Source: an optimization exercise on an open RTL-to-GDS flow (aim: small area, a short achievable clock period and few clock cycles). Production flows keep margins and buffers that such runs may drop. Only the layout flow was run in this run; the RTL was not checked for function there. Power is estimated from default activity; no workload was simulated.

`flow/config.mk`:
```
export PLATFORM = sky130hd
export DESIGN_NAME = tagctrl_top
export DESIGN_NICKNAME = tagctrl_top
export VERILOG_FILES = /design/flow/design.v
export SDC_FILE = /design/flow/constraint.sdc
export NUM_CORES = 4
export LEC_CHECK = 0
export ABC_AREA = 1
export CAP_MARGIN = 40
export CORE_MARGIN = 2
export CORE_UTILIZATION = 70
export CTS_CLUSTER_DIAMETER = 100
export CTS_CLUSTER_SIZE = 24
export PLACE_DENSITY = 0.72
export SETUP_SLACK_MARGIN = 3.0
export SLEW_MARGIN = 40
export TNS_END_PERCENT = 10
```
`flow/constraint.sdc`:
```
create_clock -name core_clock -period 5.0 [get_ports {clk_i}]
set_input_delay 1.0000 -clock core_clock [delete_from_list [all_inputs] [get_ports {clk_i}]]
set_output_delay 1.0000 -clock core_clock [all_outputs]
set_load 0.01 [all_outputs]
```
`flow/design.v`:
```
package tagctrl_pkg;
  typedef struct packed {
    logic [32-1:0] addr;
    logic                       write;
    logic [64-1:0] wdata;
    logic                       tag;
  } tagctrl_req_t;
  typedef struct packed {
    logic [32-1:0]    addr;
    logic                          write;
    logic [64-1:0]    wdata;
    logic                          tag;          
    logic [8-1:0] tag_idx;
    logic                          err;          
    logic                          stored_tag;   
  } tagctrl_desc_t;
  typedef struct packed {
    logic [32-$clog2(64/8)-1:0] word_addr;
    logic                                                 write;
    logic [64-1:0]                           wdata;
  } tagctrl_mem_req_t;
  typedef struct packed {
    logic [64-1:0] rdata;
  } tagctrl_mem_rsp_t;
  localparam int unsigned DescW   = 32 + 1 + 64 + 1 + 8 + 2;
  localparam int unsigned MemRspW = 64;
  typedef struct packed {
    logic [64-1:0] rdata;
    logic                       tag;
    logic                       write;
    logic                       err;
  } tagctrl_rsp_t;
endpackage
`timescale 1ns/1ps
module tagctrl_stream_fifo #(
  parameter int unsigned Width     = 1,
  parameter int unsigned Depth     = 4
) (
  input  logic     clk_i,
  input  logic     reset_i,
  input  logic     valid_i,
  output logic     ready_o,
  input  logic [Width-1:0] data_i,
  output logic     valid_o,
  input  logic     ready_i,
  output logic [Width-1:0] data_o
);
  localparam int unsigned PtrW = (Depth > 1) ? $clog2(Depth) : 1;
  localparam int unsigned CntW = $clog2(Depth + 1);
  logic [Width-1:0]    mem_q [Depth];
  logic [PtrW-1:0]     wr_ptr_q, rd_ptr_q;
  logic [CntW-1:0]     count_q;
  logic                empty, push, pop;
  assign empty   = (count_q == '0);
  assign ready_o = (count_q != CntW'(Depth));
  assign valid_o = !empty || valid_i;
  assign data_o  = empty ? data_i : mem_q[rd_ptr_q];
  assign push = valid_i && ready_o && !(empty && ready_i);
  assign pop  = !empty && ready_i;
  always_ff @(posedge clk_i) begin
    if (reset_i) begin
      wr_ptr_q <= '0;
      rd_ptr_q <= '0;
      count_q  <= '0;
    end else begin
      if (push) begin
        wr_ptr_q <= (wr_ptr_q == PtrW'(Depth - 1)) ? '0 : wr_ptr_q + 1'b1;
      end
      if (pop) begin
        rd_ptr_q <= (rd_ptr_q == PtrW'(Depth - 1)) ? '0 : rd_ptr_q + 1'b1;
      end
      if (push && !pop) begin
        count_q <= count_q + 1'b1;
      end else if (pop && !push) begin
        count_q <= count_q - 1'b1;
      end
    end
  end
  always_ff @(posedge clk_i) begin
    if (push) begin
      mem_q[wr_ptr_q] <= data_i;
    end
  end
endmodule
`timescale 1ns/1ps
module tagctrl_decode (
  input  logic                      clk_i,
  input  logic                      reset_i,
  input  logic                      req_valid_i,
  input  tagctrl_pkg::tagctrl_req_t req_i,
  output logic                      req_ready_o,
  output logic                      desc_valid_o,
  output tagctrl_pkg::tagctrl_desc_t desc_o,
  input  logic                      desc_ready_i
);
  localparam int unsigned AddrW        = 32;
  localparam int unsigned TagIdxW      = 8;
  localparam int unsigned GranuleBytes = 128 / 8;
  localparam logic [AddrW-1:0] RegionBase = 32'h8000_0000;
  localparam logic [AddrW-1:0] RegionLen  = AddrW'(4096);
  tagctrl_pkg::tagctrl_desc_t desc_d, desc_q;
  logic                       valid_q;
  logic [AddrW-1:0]           offset;
  logic                       in_region;
  always_comb begin
    offset    = req_i.addr - RegionBase;
    in_region = (offset < RegionLen);
    desc_d       = '0;
    desc_d.addr  = req_i.addr;
    desc_d.write = req_i.write;
    desc_d.wdata = req_i.wdata;
    desc_d.tag   = req_i.tag;
    desc_d.err   = !in_region;
    if (in_region) begin
      desc_d.tag_idx = TagIdxW'(offset / GranuleBytes);
    end
  end
  assign req_ready_o = !valid_q || desc_ready_i;
  always_ff @(posedge clk_i) begin
    if (reset_i) begin
      valid_q <= 1'b0;
    end else if (req_ready_o) begin
      valid_q <= req_valid_i;
    end
  end
  always_ff @(posedge clk_i) begin
    if (req_valid_i && req_ready_o) begin
      desc_q <= desc_d;
    end
  end
  assign desc_valid_o = valid_q;
  assign desc_o       = desc_q;
endmodule
`timescale 1ns/1ps
module tagctrl_tag_store (
  input  logic                       clk_i,
  input  logic                       reset_i,
  input  logic                       desc_valid_i,
  input  tagctrl_pkg::tagctrl_desc_t desc_i,
  output logic                       desc_ready_o,
  output logic                       desc_valid_o,
  output tagctrl_pkg::tagctrl_desc_t desc_o,
  input  logic                       desc_ready_i
);
  localparam int unsigned NumTags = (4096 / (128 / 8));
  logic [NumTags-1:0]         tags_q;
  tagctrl_pkg::tagctrl_desc_t desc_q;
  logic                       valid_q;
  logic                       accept;
  logic                       is_read, is_write;
  assign desc_ready_o = !valid_q || desc_ready_i;
  assign accept       = desc_valid_i && desc_ready_o;
  assign is_read  = !desc_i.err && !desc_i.write;
  assign is_write = !desc_i.err && desc_i.write;
  always_ff @(posedge clk_i) begin
    if (reset_i) begin
      valid_q <= 1'b0;
      tags_q  <= '0;
    end else begin
      if (desc_ready_o) begin
        valid_q <= desc_valid_i;
      end
      if (accept && is_write) begin
        tags_q[desc_i.tag_idx] <= desc_i.tag;
      end
    end
  end
  always_ff @(posedge clk_i) begin
    if (accept) begin
      desc_q            <= desc_i;
      desc_q.stored_tag <= is_read ? tags_q[desc_i.tag_idx] : 1'b0;
    end
  end
  assign desc_valid_o = valid_q;
  assign desc_o       = desc_q;
endmodule
`timescale 1ns/1ps
module tagctrl_mem_issue (
  input  logic                          desc_valid_i,
  input  tagctrl_pkg::tagctrl_desc_t    desc_i,
  output logic                          desc_ready_o,
  output logic                          mem_req_valid_o,
  output tagctrl_pkg::tagctrl_mem_req_t mem_req_o,
  input  logic                          mem_req_ready_i,
  output logic                          fifo_valid_o,
  output tagctrl_pkg::tagctrl_desc_t    fifo_desc_o,
  input  logic                          fifo_ready_i
);
  localparam int unsigned AddrW    = 32;
  localparam int unsigned WordOffW = $clog2(64 / 8);
  logic needs_mem;
  logic mem_ok;
  assign needs_mem = !desc_i.err;
  assign mem_ok    = !needs_mem || mem_req_ready_i;
  assign mem_req_valid_o = desc_valid_i && needs_mem && fifo_ready_i;
  assign fifo_valid_o = desc_valid_i && mem_ok;
  assign desc_ready_o = fifo_ready_i && mem_ok;
  always_comb begin
    mem_req_o           = '0;
    mem_req_o.word_addr = desc_i.addr[AddrW-1:WordOffW];
    mem_req_o.write     = desc_i.write;
    mem_req_o.wdata     = desc_i.wdata;
  end
  assign fifo_desc_o = desc_i;
endmodule
`timescale 1ns/1ps
module tagctrl_resp_merge (
  input  logic                          desc_valid_i,
  input  tagctrl_pkg::tagctrl_desc_t    desc_i,
  output logic                          desc_ready_o,
  input  logic                          mem_valid_i,
  input  tagctrl_pkg::tagctrl_mem_rsp_t mem_i,
  output logic                          mem_ready_o,
  output logic                          rsp_valid_o,
  output tagctrl_pkg::tagctrl_rsp_t     rsp_o,
  input  logic                          rsp_ready_i
);
  logic is_read;
  logic done;
  assign is_read = !desc_i.write && !desc_i.err;
  assign rsp_valid_o = desc_valid_i && (!is_read || mem_valid_i);
  assign done        = rsp_valid_o && rsp_ready_i;
  assign desc_ready_o = done;
  assign mem_ready_o  = done && is_read;
  always_comb begin
    rsp_o       = '0;
    rsp_o.write = desc_i.write;
    rsp_o.err   = desc_i.err;
    if (is_read) begin
      rsp_o.rdata = mem_i.rdata;
      rsp_o.tag   = desc_i.stored_tag;
    end
  end
endmodule
`timescale 1ns/1ps
module tagctrl_top #(
  parameter int unsigned RdDepth = 4,    
  parameter int unsigned DqDepth = 10    
) (
  input  logic                          clk_i,
  input  logic                          reset_i,
  input  logic                          req_valid_i,
  input  logic [31:0]                   req_addr_i,
  input  logic                          req_write_i,
  input  logic [63:0]                   req_wdata_i,
  input  logic                          req_tag_i,
  output logic                          req_ready_o,
  output logic                          rsp_valid_o,
  output logic [63:0]                   rsp_rdata_o,
  output logic                          rsp_tag_o,
  output logic                          rsp_write_o,
  output logic                          rsp_err_o,
  input  logic                          rsp_ready_i,
  output logic                          mem_req_valid_o,
  output logic [28:0]                   mem_req_addr_o,
  output logic                          mem_req_write_o,
  output logic [63:0]                   mem_req_wdata_o,
  input  logic                          mem_req_ready_i,
  input  logic                          mem_rsp_valid_i,
  input  logic [63:0]                   mem_rsp_rdata_i
);
  logic        rdy_q;                  
  logic        sv_q;                   
  logic [8:0]  s_a;                    
  logic        s_w, s_t, s_iw;
  logic [63:0] s_d;
  logic        hv_q;                   
  logic [8:0]  h_a;                    
  logic [63:0] h_d;
  logic        h_w;
  logic        h_t, h_iw, h_wc;        
  logic        mv_q;                   
  logic        h_cr;                   
  logic        take, in_iw, h_leave, h_free;
  logic        n_v, n_iw, n_w;         
  logic        rd_wait, grant, cr_ok, mv_d;
  logic [DqDepth-1:0] qv_q;            
  logic               q_push, q_pop, q_space, q_space_d;
  assign in_iw = (req_addr_i[31:12] == 20'h80000);
  assign take  = req_valid_i && rdy_q;
  assign q_space = q_space_d;
  assign h_leave = hv_q && (h_iw ? (mv_q && mem_req_ready_i) : (q_space && (h_wc || h_cr)));
  assign h_free  = !hv_q || h_leave;
  always_comb begin
    if (sv_q) begin
      n_v  = 1'b1;
      n_iw = s_iw;
      n_w  = s_w;
    end else begin
      n_v  = take;
      n_iw = in_iw;
      n_w  = req_write_i;
    end
  end
  assign q_space_d = !qv_q[DqDepth-3];
  logic [RdDepth-1:0] cr_q;            
  logic               release_rd;      
  logic               release_err;     
  assign release_err = h_leave && !h_iw && !h_wc;
  assign cr_ok   = !cr_q[RdDepth-1] || release_rd || release_err;
  assign rd_wait = h_free ? (n_v && !n_w) : (hv_q && !h_wc && !h_cr);
  assign grant   = rd_wait && cr_ok && q_space_d;
  always_comb begin
    if (h_free) mv_d = n_v && n_iw && (n_w ? q_space_d : grant);
    else        mv_d = mv_q || (hv_q && h_iw && (h_wc ? q_space_d : grant));
  end
  always_ff @(posedge clk_i) begin
    if (h_free) h_cr <= grant;
    else        h_cr <= h_cr || grant;
  end
  always_ff @(posedge clk_i) begin
    if (reset_i) begin
      cr_q <= '0;
    end else begin
      case ({grant, release_rd, release_err})
        3'b100:         cr_q <= {cr_q[RdDepth-2:0], 1'b1};
        3'b010, 3'b001: cr_q <= {1'b0, cr_q[RdDepth-1:1]};
        3'b011:         cr_q <= {2'b00, cr_q[RdDepth-1:2]};
        3'b111:         cr_q <= {1'b0, cr_q[RdDepth-1:1]};
        default:        cr_q <= cr_q;
      endcase
    end
  end
  logic [255:0] tags_q;
  logic [15:0]  h_hi, h_lo;
  logic [15:0]  h_rlo;                 
  logic [7:0]   n_idx;
  logic [15:0]  n_hi, n_lo;
  logic         h_wq, h_rd;            
  logic [15:0]  w_grp;                 
  logic [15:0]  grp_tag_q;             
  assign n_idx = sv_q ? s_a[8:1] : req_addr_i[11:4];
  always_comb begin
    for (int j = 0; j < 16; j++) begin
      n_hi[j] = (n_idx[7:4] == 4'(j));
      n_lo[j] = (n_idx[3:0] == 4'(j));
    end
  end
  always_ff @(posedge clk_i) begin
    if (reset_i)     h_rlo <= '0;
    else if (h_free) h_rlo <= n_lo;
  end
  always_ff @(posedge clk_i) begin
    if (reset_i) begin
      h_hi <= '1;
      h_lo <= '1;
      h_wq <= 1'b1;
      h_t  <= 1'b0;
    end else if (h_free) begin
      h_hi <= n_hi;
      h_lo <= n_lo;
      h_wq <= n_v && n_iw && n_w;
      h_t  <= sv_q ? s_t : req_tag_i;
    end
  end
  assign h_rd  = h_iw && !h_wc;
  assign w_grp = h_hi & {16{h_wq}};
  always_ff @(posedge clk_i) begin
    for (int i = 0; i < 256; i++) begin
      if (w_grp[i/16] && h_lo[i%16]) begin
        tags_q[i] <= h_t;
      end
    end
  end
  always_ff @(posedge clk_i) begin
    for (int j = 0; j < 16; j++) begin
      grp_tag_q[j] <= h_rd && h_hi[j] && |(tags_q[16*j +: 16] & h_rlo);
    end
  end
  logic [DqDepth-1:0] qe_q, qw_q, qt_q;   
  logic               new_e, new_w, new_t;
  logic               dh_v, dh_e, dh_w, dh_t, dh_rd;
  logic               p_v, p_e, p_w;      
  always_ff @(posedge clk_i) begin
    if (reset_i) p_v <= 1'b0;
    else         p_v <= h_leave;
  end
  always_ff @(posedge clk_i) begin
    p_e <= !h_iw;
    p_w <= h_wc;
  end
  assign q_push = p_v;
  assign new_e  = p_e;
  assign new_w  = p_w;
  assign new_t  = !p_e && !p_w && |grp_tag_q;
  assign dh_v  = qv_q[0];
  assign dh_e  = qe_q[0];
  assign dh_w  = qw_q[0];
  assign dh_t  = qt_q[0];
  assign dh_rd = !dh_e && !dh_w;
  always_ff @(posedge clk_i) begin
    for (int k = 0; k < DqDepth; k++) begin
      if (q_pop) begin
        if (k < DqDepth - 1 && qv_q[k+1]) begin
          qe_q[k] <= qe_q[k+1];
          qw_q[k] <= qw_q[k+1];
          qt_q[k] <= qt_q[k+1];
        end else begin
          qe_q[k] <= new_e;
          qw_q[k] <= new_w;
          qt_q[k] <= new_t;
        end
      end else if (!qv_q[k]) begin
        qe_q[k] <= new_e;
        qw_q[k] <= new_w;
        qt_q[k] <= new_t;
      end
    end
  end
  logic [63:0]        rd_mem [RdDepth];
  logic [RdDepth-1:0] fv_q;
  logic [RdDepth-1:0] fwp_q, frp_q;     
  logic               f_ne_q;          
  logic               f_push, f_pop;
  always_ff @(posedge clk_i) begin
    for (int k = 0; k < RdDepth; k++) begin
      if (!fv_q[k]) rd_mem[k] <= mem_rsp_rdata_i;
    end
  end
  logic        ov_q;
  logic [63:0] o_rdata;
  logic        o_tag, o_write, o_err;
  logic        o_free, o_load, o_next;
  assign o_free     = !ov_q || rsp_ready_i;
  assign o_next     = dh_v && (!dh_rd || f_ne_q || mem_rsp_valid_i);
  assign o_load     = o_free && o_next;
  assign q_pop      = o_load;
  assign release_rd = o_load && dh_rd;
  assign f_pop      = o_load && dh_rd && f_ne_q;
  assign f_push     = mem_rsp_valid_i && !(o_load && dh_rd && !f_ne_q);
  logic [RdDepth-1:0] o_sel_f;
  logic               o_sel_m;
  logic [63:0]        o_data;
  always_comb begin
    for (int k = 0; k < RdDepth; k++) o_sel_f[k] = dh_rd && f_ne_q && frp_q[k];
    o_sel_m = dh_rd && !f_ne_q;
    o_data  = {64{o_sel_m}} & mem_rsp_rdata_i;
    for (int k = 0; k < RdDepth; k++) o_data = o_data | ({64{o_sel_f[k]}} & rd_mem[k]);
  end
  always_ff @(posedge clk_i) begin
    if (reset_i) begin
      o_rdata <= '0;
      o_tag   <= 1'b0;
      o_write <= 1'b0;
      o_err   <= 1'b0;
    end else if (o_free) begin
      o_rdata <= o_data;
      o_tag   <= dh_t;
      o_write <= dh_w;
      o_err   <= dh_e;
    end
  end
  logic sv_d;
  assign sv_d = sv_q ? !h_free : (take && !h_free);
  always_ff @(posedge clk_i) begin
    if (reset_i) begin
      rdy_q  <= 1'b1;
      sv_q   <= 1'b0;
      hv_q   <= 1'b0;
      mv_q   <= 1'b0;
      ov_q   <= 1'b0;
      qv_q   <= '0;
      fv_q   <= '0;
      fwp_q  <= RdDepth'(1);
      frp_q  <= RdDepth'(1);
      f_ne_q <= 1'b0;
    end else begin
      rdy_q <= !sv_d;
      sv_q  <= sv_d;
      if (h_free) hv_q <= n_v;
      mv_q  <= mv_d;
      if (o_free) ov_q <= o_next;
      if (q_push && !q_pop)      qv_q <= {qv_q[DqDepth-2:0], 1'b1};
      else if (q_pop && !q_push) qv_q <= {1'b0, qv_q[DqDepth-1:1]};
      if (f_push) begin
        fwp_q <= {fwp_q[RdDepth-2:0], fwp_q[RdDepth-1]};
      end
      if (f_pop) begin
        frp_q <= {frp_q[RdDepth-2:0], frp_q[RdDepth-1]};
      end
      fv_q <= (fv_q | (fwp_q & {RdDepth{f_push}})) & ~(frp_q & {RdDepth{f_pop}});
      if (f_pop) f_ne_q <= |(fv_q & {frp_q[RdDepth-2:0], frp_q[RdDepth-1]}) || f_push;
      else       f_ne_q <= f_ne_q || f_push;
    end
  end
  always_ff @(posedge clk_i) begin
    if (!sv_q) begin
      s_a  <= req_addr_i[11:3];
      s_w  <= req_write_i;
      s_d  <= req_wdata_i;
      s_t  <= req_tag_i;
      s_iw <= in_iw;
    end
  end
  always_ff @(posedge clk_i) begin
    if (reset_i) begin
      h_a <= '0;
      h_w <= 1'b0;
      h_d <= '0;
    end else if (h_free) begin
      if (sv_q) begin
        h_a <= s_a;
        h_w <= s_w;
        h_d <= s_d;
      end else begin
        h_a <= req_addr_i[11:3];
        h_w <= req_write_i;
        h_d <= req_wdata_i;
      end
    end
  end
  always_ff @(posedge clk_i) begin
    if (h_free) begin
      if (sv_q) begin
        h_wc  <= s_w;
        h_iw  <= s_iw;
      end else begin
        h_wc  <= req_write_i;
        h_iw  <= in_iw;
      end
    end
  end
  assign req_ready_o     = rdy_q;
  assign mem_req_valid_o = mv_q;
  assign mem_req_addr_o  = {20'h80000, h_a};
  assign mem_req_write_o = h_w;
  assign mem_req_wdata_o = h_d;
  assign rsp_valid_o     = ov_q;
  assign rsp_rdata_o     = o_rdata;
  assign rsp_tag_o       = o_tag;
  assign rsp_write_o     = o_write;
  assign rsp_err_o       = o_err;
endmodule
```
`flow/flow/run.sh`:
```
#!/bin/bash
# The standard layout (the standard.sh, standard synthesis included) with two
# make settings changed:
#  - delay cells are added to the don't-use list, so the port buffers and timing
#    repair use ordinary buffers instead of slow delay buffers;
#  - timing repair may swap a cell for one of another footprint.
# Everything else (floorplan, power grid, tap cells, placement, CTS, routing) is
# the standard flow. The make output goes to flow_make.log in the work folder.
set -euo pipefail
PLATFORM_DONT_USE="sky130_fd_sc_hd__probe_p_8 sky130_fd_sc_hd__probec_p_8 sky130_fd_sc_hd__lpflow_bleeder_1 sky130_fd_sc_hd__lpflow_clkbufkapwr_1 sky130_fd_sc_hd__lpflow_clkbufkapwr_16 sky130_fd_sc_hd__lpflow_clkbufkapwr_2 sky130_fd_sc_hd__lpflow_clkbufkapwr_4 sky130_fd_sc_hd__lpflow_clkbufkapwr_8 sky130_fd_sc_hd__lpflow_clkinvkapwr_1 sky130_fd_sc_hd__lpflow_clkinvkapwr_16 sky130_fd_sc_hd__lpflow_clkinvkapwr_2 sky130_fd_sc_hd__lpflow_clkinvkapwr_4 sky130_fd_sc_hd__lpflow_clkinvkapwr_8 sky130_fd_sc_hd__lpflow_decapkapwr_12 sky130_fd_sc_hd__lpflow_decapkapwr_3 sky130_fd_sc_hd__lpflow_decapkapwr_4 sky130_fd_sc_hd__lpflow_decapkapwr_6 sky130_fd_sc_hd__lpflow_decapkapwr_8 sky130_fd_sc_hd__lpflow_inputiso0n_1 sky130_fd_sc_hd__lpflow_inputiso0p_1 sky130_fd_sc_hd__lpflow_inputiso1n_1 sky130_fd_sc_hd__lpflow_inputiso1p_1 sky130_fd_sc_hd__lpflow_inputisolatch_1 sky130_fd_sc_hd__lpflow_isobufsrc_1 sky130_fd_sc_hd__lpflow_isobufsrc_16 sky130_fd_sc_hd__lpflow_isobufsrc_2 sky130_fd_sc_hd__lpflow_isobufsrc_4 sky130_fd_sc_hd__lpflow_isobufsrc_8 sky130_fd_sc_hd__lpflow_isobufsrckapwr_16 sky130_fd_sc_hd__lpflow_lsbuf_lh_hl_isowell_tap_1 sky130_fd_sc_hd__lpflow_lsbuf_lh_hl_isowell_tap_2 sky130_fd_sc_hd__lpflow_lsbuf_lh_hl_isowell_tap_4 sky130_fd_sc_hd__lpflow_lsbuf_lh_isowell_4 sky130_fd_sc_hd__lpflow_lsbuf_lh_isowell_tap_1 sky130_fd_sc_hd__lpflow_lsbuf_lh_isowell_tap_2 sky130_fd_sc_hd__lpflow_lsbuf_lh_isowell_tap_4"
DELAY_CELLS="sky130_fd_sc_hd__clkdlybuf4s15_1 sky130_fd_sc_hd__clkdlybuf4s15_2 sky130_fd_sc_hd__clkdlybuf4s18_1 sky130_fd_sc_hd__clkdlybuf4s18_2 sky130_fd_sc_hd__clkdlybuf4s25_1 sky130_fd_sc_hd__clkdlybuf4s25_2 sky130_fd_sc_hd__clkdlybuf4s50_1 sky130_fd_sc_hd__clkdlybuf4s50_2 sky130_fd_sc_hd__dlygate4sd1_1 sky130_fd_sc_hd__dlygate4sd2_1 sky130_fd_sc_hd__dlygate4sd3_1 sky130_fd_sc_hd__dlymetal6s2s_1 sky130_fd_sc_hd__dlymetal6s4s_1 sky130_fd_sc_hd__dlymetal6s6s_1"
bash standard.sh "DONT_USE_CELLS=$PLATFORM_DONT_USE $DELAY_CELLS" MATCH_CELL_FOOTPRINT=0 finish > flow_make.log 2>&1
```
`flow/standard.sh`:
```
#!/bin/bash
# synth_recipe.tcl (not shown) runs the flow's synth.tcl, then flattens the netlist and writes it again
# the make line also repeats each setting of config.mk as NAME=value (left out here)
make -C /OpenROAD-flow-scripts/flow DESIGN_CONFIG=/design/flow/config.mk WORK_HOME=/design/flow/orfs CLKGATE_MAP_FILE= SYNTH_SCRIPT=/design/flow/synth_recipe.tcl "${@:-finish}"
```
==> flow_metrics.py <==
metrics = {
    "run_status": {
        "outcome": "timing/DRC/antenna clean",
    },
    "placed_design": {
        "pre_cts_ws_ns": 1.39,
        "routabilityCongestion": 0.831,
        "hpwl_microns": 48000,
        "portBuffers": 308,
    },
    "drt": {
        "num_vias": 23700,
        "drt-total-wl_microns": 85100,
        "ant_nets": 0,
        "wl_per_cell_microns": 22.2,
        "drt_iter0_drc": 2758,
        "remaining_drc_errors": 0,
        "avgViaCountPerCell": 6.18,
        "drt_pass1_iterations": 5,
    },
    "layout": {
        "drive_gt1_share_pct": 10.9,
        "final_nets": 3369,
        "area_growth_pct": 10.3,
        "nFillCells": 2981,
    },
    "global_routing": {
        "grt_max_degree": 145,
        "antenna_found_initial": 7,
        "grt-ovfl-total": 0,
        "grt_pass1_vias": 22600,
        "grt.total_usage_pct": 34.2,
        "grt_pass1_wl_microns": 126000,
    },
    "power_and_ir_drop": {
        "p_per_area_mw_per_mm2": 380,
        "power_frac_comb_pct": 10.5,
        "leakagePower_uw": 0.0133,
        "p_sw_share_pct": 25.0,
        "ir_drop_uv": 371,
        "pwr-share-seq_pct": 61.9,
        "power_switching_uw": 3420,
        "totalPowerFinal_uw": 13700,
        "internal_power_uw": 10300,
        "clkPwrFrac_pct": 27.6,
    },
    "clocking": {
        "insertion_delay_ns": 0.61,
        "cts_hold_buf": 0,
        "clockRootBuffer": "clkbuf_16",
        "cts_buffers": 41,
        "htreeDepth": 2,
        "cts_tree": "done",
        "cts_sinks": 863,
        "clk_pin_slew_ns": 0.10,
        "clock_path_buffers": 3,
    },
    "logic_synthesis": {
        "netlist_area_sq_mm": 0.0326,
        "ys.flop_type": "edfxtp_1",
        "synthDistinctLibCells": 45,
        "async_flop_share_pct": 0,
        "synthCells": 2962,
        "ys_seq_elements": 863,
        "yosysSeqAreaShare_pct": 68.8,
        "yosysWarnings": 6,
        "synth_edf_count": 517,
        "avgSynthCellArea_sq_um": 11.0,
    },
    "timing": {
        "finClkSkew_ns": 0.0210,
        "max_freq_mhz": 455,
        "rsz0062_at_grt": "yes",
        "hold_viol_final": 0,
        "worst_slack_ns": 2.80,
        "fin_crit_sh_pct": 44.0,
        "finalSetupViolCount": 0,
        "timing.final.max_slew_violations": 0,
        "tns_ns": 0,
        "tightestPinTransition_ns": 0.876,
        "slew_headroom_pct": 41.3,
        "whs_ns": 0.472,
        "min_period_ns": 2.20,
    },
    "worst_setup_path": {
        "critPathArrivalTime_ns": 2.69,
        "crit_path_start_kind": "input pin",
        "worst_ep_required_time_ns": 5.49,
        "worstPathMaxFanout": 9,
        "path_class": "input pin to flip-flop",
        "critPathCaptureType": "flip-flop",
    },
    "job": {
        "maxCapViolations": 0,
    },
    "die": {
        "die_h_microns": 220,
        "core-area_sq_mm": 0.0463,
        "core.rowCount": 79,
        "initial_core_util_pct": 70.6,
        "die_w_microns": 220,
        "io_pins": 332,
        "design.die.area_sq_mm": 0.0484,
    },
    "min_path": {
        "hold_path_class": "flip-flop to flip-flop",
    },
}
synthesized netlist by cell type (12+ instances only):
library cell / count / share of area (%)
o21ai_2: 12 / 0.32
edfxtp_1: 517 / 48
inv_1: 161 / 1.9
clkinv_1: 18 / 0.21
a21oi_1: 161 / 2.5
or2_2: 60 / 1.1
nand2_1: 493 / 5.7
a221oi_1: 63 / 1.7
nor2_1: 290 / 3.3
o211ai_1: 16 / 0.37
buf_2: 34 / 0.52
nand3_1: 89 / 1.4
dfxtp_1: 346 / 21
o21ai_0: 306 / 4.7
a22o_1: 36 / 0.97
clkbuf_1: 145 / 1.7
buf_4: 21 / 0.48
or2_0: 21 / 0.40
a41oi_1: 79 / 2.1
cells in the final DEF, fill, tap and decap left out, types with 7 or more instances in the layout:
cell type,instances
inv_2,15
nand3_1,86
conb_1,20
buf_1,247
nand2_2,7
a22o_1,36
buf_4,12
a221oi_1,63
clkinv_1,12
dfxtp_1,321
nor2_1,287
nor4_1,8
nand3_4,7
nand2_1,488
o21ai_0,302
a21oi_1,160
o211ai_1,16
nand4_1,8
clkbuf_2,73
inv_1,152
or2_0,21
o21ai_2,13
buf_2,17
clkbuf_16,44
buf_6,10
a41oi_1,79
nor2_4,8
o21ai_1,14
edfxtp_1,517
clkbuf_1,28
or2_2,62
dfxtp_2,23
state kept, by name, indices dropped and copies added (netlist names), 4 cells and up:
signal     flops
rd_mem       256
tags_q       256
h_d           64
o_rdata       64
s_d           64
grp_tag_q     16
h_hi          16
h_lo          16
h_rlo         16
qe_q          10
qt_q          10
qv_q          10
qw_q          10
h_a            9
s_a            9
cr_q           4
frp_q          4
fv_q           4
fwp_q          4
worst paths after layout:
path / endpoint / slack [ns] / cells past startpoint / startpoint
min reg2reg: h_w / 0.47 / 2 / h_w
max reg2reg: qv_q[0] / 2.85 / 12 / qw_q[0]
min: h_w / 0.47 / 2 / h_w
max: qv_q[0] / 2.80 / 12 / rsp_ready_i
cells by family after synthesis:
kind of cell | Yosys count | share of synthesized area (%)
simple gates | 995 | 12.9
flops | 863 | 68.8
compound gates | 698 | 13.1
buf+inv | 403 | 5.07
other cells | 2 | 0.0230
fa+ha+maj | 1 | 0.0383
per-stage QoR:
step / util, % / cells / instance area (sq um)
final: 77.9 / 3841 / 36000
after global routing: 77.9 / 3841 / 36000
after CTS: 77.1 / 3802 / 35700
after detailed placement: 73.5 / 3710 / 34000
after global placement: 73.2 / 3704 / 33900
after floorplan: - / 2980 / 32700
what timing repair did:
item	CTS	global route
buffers inserted	10	32
gates cloned	9	2
gates resized for setup	159	39
pin swaps	3	11
hold endpoints to repair	0	0
setup endpoints to repair	427	383
power by group through the flow:
| stage | registers [uW] | logic (uW) | clock network [uW] |
|---|---|---|---|
| after floorplan | 8580 | 805 | 0 |
| after global placement | 8590 | 1220 | 0 |
| after detailed placement | 8610 | 1300 | 0 |
| after CTS | 8460 | 1360 | 3790 |
| after global routing | 8510 | 1570 | 4030 |
| final | 8460 | 1430 | 3780 |
worst max-delay path: stages:
cell,delay (ns)
clkbuf_4,0.15
or2_4,0.15
buf_4,0.13
nand3_4,0.08
buf_12,0.16
buf_4,0.14
ha_4,0.19
buf_6,0.15
nor2_1,0.16
nor2_1,0.08
a21oi_1,0.22
nor2_1,0.08
area by class of cell:
class                      count  area (sq um)  area share (%)
antenna                        4          10.0          0.0278
clock buffer                  71          1180            3.28
clock inverter                 2          26.3          0.0729
inverter                     191           823            2.29
multi-input combinational   1720          8790            24.4
sequential                   863         22500            62.4
tap                          607           759            2.11
timing repair buffer         379          1910            5.31
timing repair inverter         4          33.8          0.0938
metal layers:
layer | global-route usage (%) | wire length [microns]
met4 | 16.3 | 3900
met5 | 0 | 42
met3 | 6.75 | 8010
met1 | 43.1 | 31600
met2 | 57.2 | 41500

## static timing again, ports no longer ideal
No port has a modelled driver above. Below, the same layout with a new extraction and two added sets of constraints.
Step 1: set_driving_cell puts a clkbuf_16 on clk_i and a buf_2 on each other input, an assumption about the parent block.
Step 2 adds t to the input delays and takes it off the output delays; t is the mean of the earliest and latest rising clock arrival at the registers after step 1. Input paths then give back, and output paths get back, about the clock's delay inside the block.
a / b / c = ideal / step 1 / step 2; a / b = the first two.
shift t [ns]: 0.659
slack for setup (ns): 2.801 / 2.797 / 2.173
worst setup path at the end: input to register
latest minus earliest clock arrival (ns): 0.024 / 0.024
After both steps this run still meets setup and hold. For this run, drivers alone change the setup slack by -0.004 ns; drivers and shift together by -0.628 ns.
